What follows belongs to an exercise in optimizing a design on an open flow for small area; a production flow would make more cautious choices. In this exercise RTL edits were held to simulation tests only and were not proved equivalent to the original. Power and IR drop assume default switching activity.

## build 69
==> flow/design.v <==
package npc_pkg;
   localparam logic [1:0] CTR_SNT = 2'b00;
   localparam logic [1:0] CTR_WNT = 2'b01;
   localparam logic [1:0] CTR_WT  = 2'b10;
   localparam logic [1:0] CTR_ST  = 2'b11;
   function automatic logic [1:0] ctr_next(input logic [1:0] ctr, input logic taken);
      if (taken) begin
         ctr_next = (ctr == CTR_ST) ? CTR_ST : ctr + 2'd1;
      end else begin
         ctr_next = (ctr == CTR_SNT) ? CTR_SNT : ctr - 2'd1;
      end
   endfunction
endpackage
module btb_bank (
   input  logic        clk,
   input  logic        reset,
   input  logic [29:0] lk_pc_i,       
   output logic        lk_taken_o,
   output logic [29:0] lk_target_o,   
   input  logic        upd_valid_i,
   input  logic [29:0] upd_pc_i,      
   input  logic        upd_taken_i,
   input  logic [29:0] upd_target_i   
);
   logic [15:0]       valid_q;
   logic [15:0][25:0] tag_q;
   logic [15:0][29:0] target_q;
   logic [15:0][1:0]  ctr_q;
   logic [3:0]  lk_idx;
   logic [25:0] lk_tag;
   logic [3:0]  upd_idx;
   logic [25:0] upd_tag;
   logic        upd_hit;
   logic [1:0]  upd_ctr;
   logic [1:0]  ctr_new;
   assign lk_idx  = lk_pc_i[3:0];
   assign lk_tag  = lk_pc_i[29:4];
   assign upd_idx = upd_pc_i[3:0];
   assign upd_tag = upd_pc_i[29:4];
   logic [15:0] lk_oh, upd_oh;
   logic [15:0][57:0] lk_rows;
   logic [15:0][28:0] upd_rows;
   logic [57:0] lk_row;
   logic [28:0] upd_row;
   logic [29:0] lk_tgt_r;
   logic [25:0] lk_tag_r, upd_tag_r;
   logic        lk_v_r, lk_c_r, upd_v_r;
   for (genvar i = 0; i < 16; i++) begin : g_rows
      assign lk_oh[i]    = (lk_idx == 4'(i));
      assign upd_oh[i]   = (upd_idx == 4'(i));
      assign lk_rows[i]  = {target_q[i], tag_q[i], valid_q[i], ctr_q[i][1]};
      assign upd_rows[i] = {tag_q[i], valid_q[i], ctr_q[i]};
   end
   btb_rd16 #(.W(58)) u_lk_rd (
      .sel_i  (lk_oh),
      .rows_i (lk_rows),
      .row_o  (lk_row)
   );
   btb_rd16 #(.W(29)) u_upd_rd (
      .sel_i  (upd_oh),
      .rows_i (upd_rows),
      .row_o  (upd_row)
   );
   assign {lk_tgt_r, lk_tag_r, lk_v_r, lk_c_r} = lk_row;
   assign {upd_tag_r, upd_v_r, upd_ctr}         = upd_row;
   assign lk_taken_o  = lk_v_r && (lk_tag_r == lk_tag) && lk_c_r;
   assign lk_target_o = lk_tgt_r;
   assign upd_hit = upd_v_r && (upd_tag_r == upd_tag);
   assign ctr_new = upd_hit ? npc_pkg::ctr_next(upd_ctr, upd_taken_i) : npc_pkg::CTR_WT;
   for (genvar i = 0; i < 16; i++) begin : g_entry
      logic sel, wr_tt, wr_ctr;
      assign sel    = upd_valid_i && (upd_idx == 4'(i));
      assign wr_tt  = sel && upd_taken_i;
      assign wr_ctr = sel && (upd_taken_i || upd_hit);
      always_ff @(posedge clk or posedge reset) begin
         if (reset) begin
            valid_q[i] <= 1'b0;
         end else if (wr_tt) begin
            valid_q[i] <= 1'b1;
         end
      end
      always_ff @(posedge clk) begin
         if (wr_tt) begin
            tag_q[i]    <= upd_tag;
            target_q[i] <= upd_target_i;
         end
         if (wr_ctr) begin
            ctr_q[i] <= ctr_new;
         end
      end
   end
endmodule
module btb_rd16
#(
   parameter int unsigned W = 1
) (
   input  logic [15:0]         sel_i,
   input  logic [15:0][W-1:0]  rows_i,
   output logic [W-1:0]        row_o
);
   for (genvar b = 0; b < W; b++) begin : g_bit
      logic [5:0] part_n;
      for (genvar g = 0; g < 5; g++) begin : g_grp
         btb_sel3 u_sel (
            .sel_i  (sel_i[3*g+2:3*g]),
            .data_i ({rows_i[3*g+2][b], rows_i[3*g+1][b], rows_i[3*g][b]}),
            .none_o (part_n[g])
         );
      end
      assign part_n[5] = ~(sel_i[15] & rows_i[15][b]);
      assign row_o[b]  = ~&part_n;
   end
endmodule
module btb_sel3 (
   input  logic [2:0] sel_i,
   input  logic [2:0] data_i,
   output logic       none_o
);
   assign none_o = ~|(sel_i & data_i);
endmodule
module npc_bpred
#(
   parameter int unsigned     PC_W      = 32,
   parameter int unsigned     BTB_DEPTH = 16,
   parameter logic [PC_W-1:0] RESET_PC  = 32'h0000_3000
) (
   input  logic            clk,
   input  logic            reset,
   input  logic            stall_i,
   input  logic            redirect_i,
   input  logic [PC_W-1:0] redirect_pc_i,
   input  logic            upd_valid_i,
   input  logic [PC_W-1:0] upd_pc_i,
   input  logic            upd_taken_i,
   input  logic [PC_W-1:0] upd_target_i,
   output logic [PC_W-1:0] pc_o,
   output logic [PC_W-1:0] pc_plus4_o,
   output logic            pred_taken_o,
   output logic [PC_W-1:0] pred_target_o
);
   logic [29:0] pc_q;
   logic [29:0] pc_d;
   logic [29:0] pc_inc;
   logic [29:0] pred_w;
   logic [29:0] btb_target;
   logic        btb_taken;
   btb_bank u_btb (
      .clk          (clk),
      .reset        (reset),
      .lk_pc_i      (pc_q),
      .lk_taken_o   (btb_taken),
      .lk_target_o  (btb_target),
      .upd_valid_i  (upd_valid_i),
      .upd_pc_i     (upd_pc_i[31:2]),
      .upd_taken_i  (upd_taken_i),
      .upd_target_i (upd_target_i[31:2])
   );
   assign pc_inc        = pc_q + 30'd1;
   assign pred_w        = btb_taken ? btb_target : pc_inc;
   assign pc_o          = {pc_q, 2'b00};
   assign pc_plus4_o    = {pc_inc, 2'b00};
   assign pred_taken_o  = btb_taken;
   assign pred_target_o = {pred_w, 2'b00};
   always_comb begin
      pc_d = pred_w;
      if (redirect_i) begin
         pc_d = redirect_pc_i[31:2];
      end else if (stall_i) begin
         pc_d = pc_q;
      end
   end
   always_ff @(posedge clk or posedge reset) begin
      if (reset) begin
         pc_q <= RESET_PC[31:2];
      end else begin
         pc_q <= pc_d;
      end
   end
endmodule
==> flow/config.mk <==
export PLATFORM = sky130hd
export DESIGN_NAME = npc_bpred
export DESIGN_NICKNAME = npc_bpred
export VERILOG_FILES = /design/flow/design.v
export SDC_FILE = /design/flow/constraint.sdc
export NUM_CORES = 4
export LEC_CHECK = 0
export CAP_MARGIN = 20
export CORE_MARGIN = 2
export CORE_UTILIZATION = 50
export PLACE_DENSITY = 0.65
export SLEW_MARGIN = 20
==> flow/constraint.sdc <==
create_clock -name core_clock -period 7.0 [get_ports {clk}]
set_input_delay 1.4000 -clock core_clock [delete_from_list [all_inputs] [get_ports {clk}]]
set_output_delay 1.4000 -clock core_clock [all_outputs]
set_load 0.01 [all_outputs]
standard.sh (not shown) runs the stock make flow with config.mk's settings and CLKGATE_MAP_FILE= SYNTH_SCRIPT=/design/flow/synth_recipe.tcl, a recipe that flattens the netlist after the stock synthesis.
==> flow/flow/run.sh <==
#!/bin/bash
# Standard layout with these changes:
#  - ABC maps the logic with an area-oriented script (flow/area.script) instead of the
#    speed script; flip-flop mapping (dfflibmap) is untouched, so registers are the same.
#  - ports are buffered with buf_1 instead of the default port buffer.
#  - the btb_sel3 read-select modules are kept apart during mapping (see below).
#  - clock tree built from clkbuf_16, 28 sinks per cluster, without dummy loads.
set -euo pipefail
W=$(pwd)
{
  echo "proc abc {args} {"
  echo "  set i [lsearch -exact \$args -script]"
  echo "  set args [lreplace \$args \$i [expr {\$i + 1}] -script $W/flow/area.script]"
  echo "  set j [lsearch -exact \$args -D]"
  echo "  if {\$j >= 0} { set args [lreplace \$args \$j [expr {\$j + 1}]] }"
  echo "  yosys abc {*}\$args"
  echo "}"
  cat synth_recipe.tcl
} > synth_recipe_area.tcl
sed "s#SYNTH_SCRIPT=[^ ]*#SYNTH_SCRIPT=$W/synth_recipe_area.tcl#" standard.sh > standard_area.sh
# Keep the three-term read selects as separate modules through mapping, so each maps
# to one AND-OR-invert cell; synth_recipe.tcl flattens them before writing the netlist.
export SYNTH_KEEP_MODULES="btb_sel3"
export BUFFER_PORTS_ARGS="-buffer_cell sky130_fd_sc_hd__buf_1"
# Clock tree from small clock buffers, without dummy loads.
export CTS_ARGS="-sink_clustering_enable -repair_clock_nets -dont_use_dummy_load -buf_list {sky130_fd_sc_hd__clkbuf_16} -root_buf sky130_fd_sc_hd__clkbuf_16 -sink_clustering_size 28 -sink_clustering_max_diameter 80"
bash standard_area.sh > standard.log 2>&1
==> flow/flow/area.script <==
&get -n
&st
&dch -f
&nf -a -R 1000
&st
&dch -f
&nf -a -R 1000
&put
Edits applied to the flow inputs when going from build 69 to build 93:
# build 69
export LEC_CHECK = 0
export CAP_MARGIN = 20
export CORE_MARGIN = 2
export CORE_UTILIZATION = 50
export PLACE_DENSITY = 0.65
export SLEW_MARGIN = 20
create_clock -name core_clock -period 7.0 [get_ports {clk}]
# build 93
export LEC_CHECK = 0
export CAP_MARGIN = 20
export CORE_MARGIN = 2
export CORE_UTILIZATION = 45
export SLEW_MARGIN = 20
create_clock -name core_clock -period 7.0 [get_ports {clk}]
-- flow/flow/run.sh --
<<< build 69, line 6
#  - the btb_sel3 read-select modules are kept apart during mapping (see below).
#  - clock tree built from clkbuf_16, 28 sinks per cluster, without dummy loads.
set -euo pipefail
>>> build 93, line 6
#  - the btb_sel3 read-select modules are kept apart during mapping (see below).
#  - clock tree built from clkbuf_8, 15 sinks per cluster, without dummy loads.
set -euo pipefail
<<< build 69, line 25
# Clock tree from small clock buffers, without dummy loads.
export CTS_ARGS="-sink_clustering_enable -repair_clock_nets -dont_use_dummy_load -buf_list {sky130_fd_sc_hd__clkbuf_16} -root_buf sky130_fd_sc_hd__clkbuf_16 -sink_clustering_size 28 -sink_clustering_max_diameter 80"
bash standard_area.sh > standard.log 2>&1
>>> build 93, line 25
# Clock tree from small clock buffers, without dummy loads.
export CTS_ARGS="-sink_clustering_enable -repair_clock_nets -dont_use_dummy_load -buf_list {sky130_fd_sc_hd__clkbuf_8} -root_buf sky130_fd_sc_hd__clkbuf_8 -sink_clustering_size 15 -sink_clustering_max_diameter 60"
bash standard_area.sh > standard.log 2>&1
Results
Comparing the two runs side by side, build 93 comes out behind build 69 on worst-case headroom to the max-slew limit. Average vias per placed instance, build 69 and build 93: larger value in build 69. Build 93 vs build 69 on number of cells on the critical path: build 93 is the lower one. In the reports for build 69 and build 93, the smaller number of global-route vias before repair belongs to build 93. Build 93 vs build 69, instance count: build 93 higher. Hold slack: build 93 vs build 69, no meaningful difference.
Setup changes, build 93 to build 70
==> flow/flow/area.script <==
strash
dch -f
&get -n
&nf -a -R 1000
&put
strash
dch -f
&get -n
&nf -a -R 1000
&put
Results
- Build 70 vs. build 93: worst setup slack grew by 0.11 ns, number of antenna violations at the first check in global routing grew by 4, total via count after detailed routing shrank by about 0.9%, ratio of cells with drive above 1 in the final layout held steady.
- Build 70 reached the end of the flow, and the finished layout is clean on the timing, design-rule and antenna checks.
diff inputs: build 70 => build 74
-- flow/flow/run.sh --
<<< build 70, line 1
#!/bin/bash
# Standard layout with these changes:
#  - ABC maps the logic with an area-oriented script (flow/area.script) instead of the
>>> build 74, line 1
#!/bin/bash
# Standard layout with two changes:
#  - ABC maps the logic with an area-oriented script (flow/area.script) instead of the
==> flow/flow/area.script <==
&get -n
&st
&dch -f
&nf -a -R 1000
&st
&dch -f
&nf -a -R 1000
&put
==> summary.txt <==
In terms of insertion delay to the later sink of the worst-skew pair, build 74 and build 70 differ only marginally.
Wire length of the first global-routing pass on build 74 is behind build 70.
Diff build 70 and build 74: area of the placeable core higher in build 74
Higher area fraction in compound gates after synthesis among build 70 and build 74: build 70
In summary, build 74 completed successfully, with a layout that passed the timing, design-rule and antenna checks.
Minimum clock period after layout (build 74 over build 70): increase, 0.11 ns
Area added between synthesis and finish across build 70 and build 74: no real change.
Changes observed in build 74 relative to build 70: fmax shows a reduction of 1.7%, synthesized cell count rose by 16, setup slack moved down.

---

Another version of the RTL of npc_bpred (not shown whole).
Size: ~970 flip-flops.
export LEC_CHECK = 0
export CAP_MARGIN = 20
export CORE_MARGIN = 2
export CORE_UTILIZATION = 45
export SLEW_MARGIN = 20
create_clock -name core_clock -period 7.0 [get_ports {clk}]
==> flow/flow/run.sh <==
#!/bin/bash
# Standard layout with two changes:
#  - ABC maps the logic with an area-oriented script (flow/area.script) instead of the
#    speed script; flip-flop mapping (dfflibmap) is untouched, so registers are the same.
#  - ports are buffered with buf_1 instead of the default port buffer.
#  - clock tree built from clkbuf_8, 15 sinks per cluster, without dummy loads.
set -euo pipefail
W=$(pwd)
{
  echo "proc abc {args} {"
  echo "  set i [lsearch -exact \$args -script]"
  echo "  set args [lreplace \$args \$i [expr {\$i + 1}] -script $W/flow/area.script]"
  echo "  set j [lsearch -exact \$args -D]"
  echo "  if {\$j >= 0} { set args [lreplace \$args \$j [expr {\$j + 1}]] }"
  echo "  yosys abc {*}\$args"
  echo "}"
  cat synth_recipe.tcl
} > synth_recipe_area.tcl
sed "s#SYNTH_SCRIPT=[^ ]*#SYNTH_SCRIPT=$W/synth_recipe_area.tcl#" standard.sh > standard_area.sh
export BUFFER_PORTS_ARGS="-buffer_cell sky130_fd_sc_hd__buf_1"
# Clock tree from small clock buffers, without dummy loads.
export CTS_ARGS="-sink_clustering_enable -repair_clock_nets -dont_use_dummy_load -buf_list {sky130_fd_sc_hd__clkbuf_8} -root_buf sky130_fd_sc_hd__clkbuf_8 -sink_clustering_size 15 -sink_clustering_max_diameter 60"
bash standard_area.sh > standard.log 2>&1
==> flow/flow/area.script <==
&get -n
&st
&dch -f
&nf -a -R 1000
&st
&dch -f
&nf -a -R 1000
&put
The first run passed the timing, design-rule and antenna checks.
Next try:
--- a/flow/flow/run.sh
+++ b/flow/flow/run.sh
@@ -6 +6 @@
-#  - clock tree built from clkbuf_8, 15 sinks per cluster, without dummy loads.
+#  - clock tree built from clkbuf_16, 28 sinks per cluster, without dummy loads.
@@ -22 +22 @@
-export CTS_ARGS="-sink_clustering_enable -repair_clock_nets -dont_use_dummy_load -buf_list {sky130_fd_sc_hd__clkbuf_8} -root_buf sky130_fd_sc_hd__clkbuf_8 -sink_clustering_size 15 -sink_clustering_max_diameter 60"
+export CTS_ARGS="-sink_clustering_enable -repair_clock_nets -dont_use_dummy_load -buf_list {sky130_fd_sc_hd__clkbuf_16} -root_buf sky130_fd_sc_hd__clkbuf_16 -sink_clustering_size 28 -sink_clustering_max_diameter 80"
Settings changed: CORE_UTILIZATION 45 to 50, PLACE_DENSITY from default to 0.65.
Maximum frequency goes down by about 1%.
Cell count came out lower by about 5.3%.
Power stays flat.
Synthesized area stays the same.
Clock-buffer cell count went down by 36.
Routed wire length falls by 4.3%.
Register-to-register slack loses 0.08 ns.
Worst hold slack improved by 0.014 ns.
Critical path depth fell by 2.
Worst setup slack is worse by 0.066 ns.
Die area falls by about 10%.
Next try:
--- a/flow/flow/run.sh
+++ b/flow/flow/run.sh
@@ -6 +6 @@
-#  - clock tree built from clkbuf_16, 28 sinks per cluster, without dummy loads.
+#  - clock tree built from clkbuf_8, 15 sinks per cluster, without dummy loads.
@@ -22 +22 @@
-export CTS_ARGS="-sink_clustering_enable -repair_clock_nets -dont_use_dummy_load -buf_list {sky130_fd_sc_hd__clkbuf_16} -root_buf sky130_fd_sc_hd__clkbuf_16 -sink_clustering_size 28 -sink_clustering_max_diameter 80"
+export CTS_ARGS="-sink_clustering_enable -repair_clock_nets -dont_use_dummy_load -buf_list {sky130_fd_sc_hd__clkbuf_8} -root_buf sky130_fd_sc_hd__clkbuf_8 -sink_clustering_size 15 -sink_clustering_max_diameter 60"
Settings changed: CAP_MARGIN 20 to 0, CORE_UTILIZATION 50 to 45, PLACE_DENSITY 0.65 to default, SLEW_MARGIN 20 to 0.
First-iteration DRC count falls by 6.3%.
Global-route usage falls by 1.9 points.
Design area rises by 0.84%.
Die area rises by 11%.
Worst setup slack gets better by 0.017 ns.

[what the ideal ports hide]
No port has a modelled driver above. Below, the same layouts with a new extraction and two added sets of constraints.
Step 1 (the two cells are an assumption about what drives the block):
set clk [get_ports {clk}]
set_driving_cell -lib_cell sky130_fd_sc_hd__clkbuf_16 $clk
set_driving_cell -lib_cell sky130_fd_sc_hd__buf_2 [delete_from_list [all_inputs] $clk]
Step 2, shift: input delay + t, output delay - t, t = (earliest + latest rising clock arrival at the registers) / 2. This alone moves slack from input paths to output paths.
a / b / c = ideal ports / drivers / drivers and shift; a / b = the first two.
run	shift t [ns]	setup slack, ns	hold slack, ns	pins driven straight from the clock port
build 69	0.672	0.110 / 0.044 / 0.644	0.518 / 0.518 / 0.518	1
build 93	0.734	0.162 / 0.100 / 0.834	0.519 / 0.519 / 0.519	1
build 70	0.746	0.277 / 0.209 / 0.810	0.516 / 0.516 / 0.516	1
build 74	0.734	0.162 / 0.100 / 0.834	0.519 / 0.519 / 0.519	1
the first run of note 2	0.751	0.219 / 0.153 / 0.675	0.514 / 0.514 / 0.514	1
the second run of note 2	0.685	0.153 / 0.082 / 0.767	0.528 / 0.528 / 0.528	1
the third run of note 2	0.750	0.170 / 0.105 / 0.728	0.516 / 0.516 / 0.516	1
After both steps every run listed still meets setup and hold.
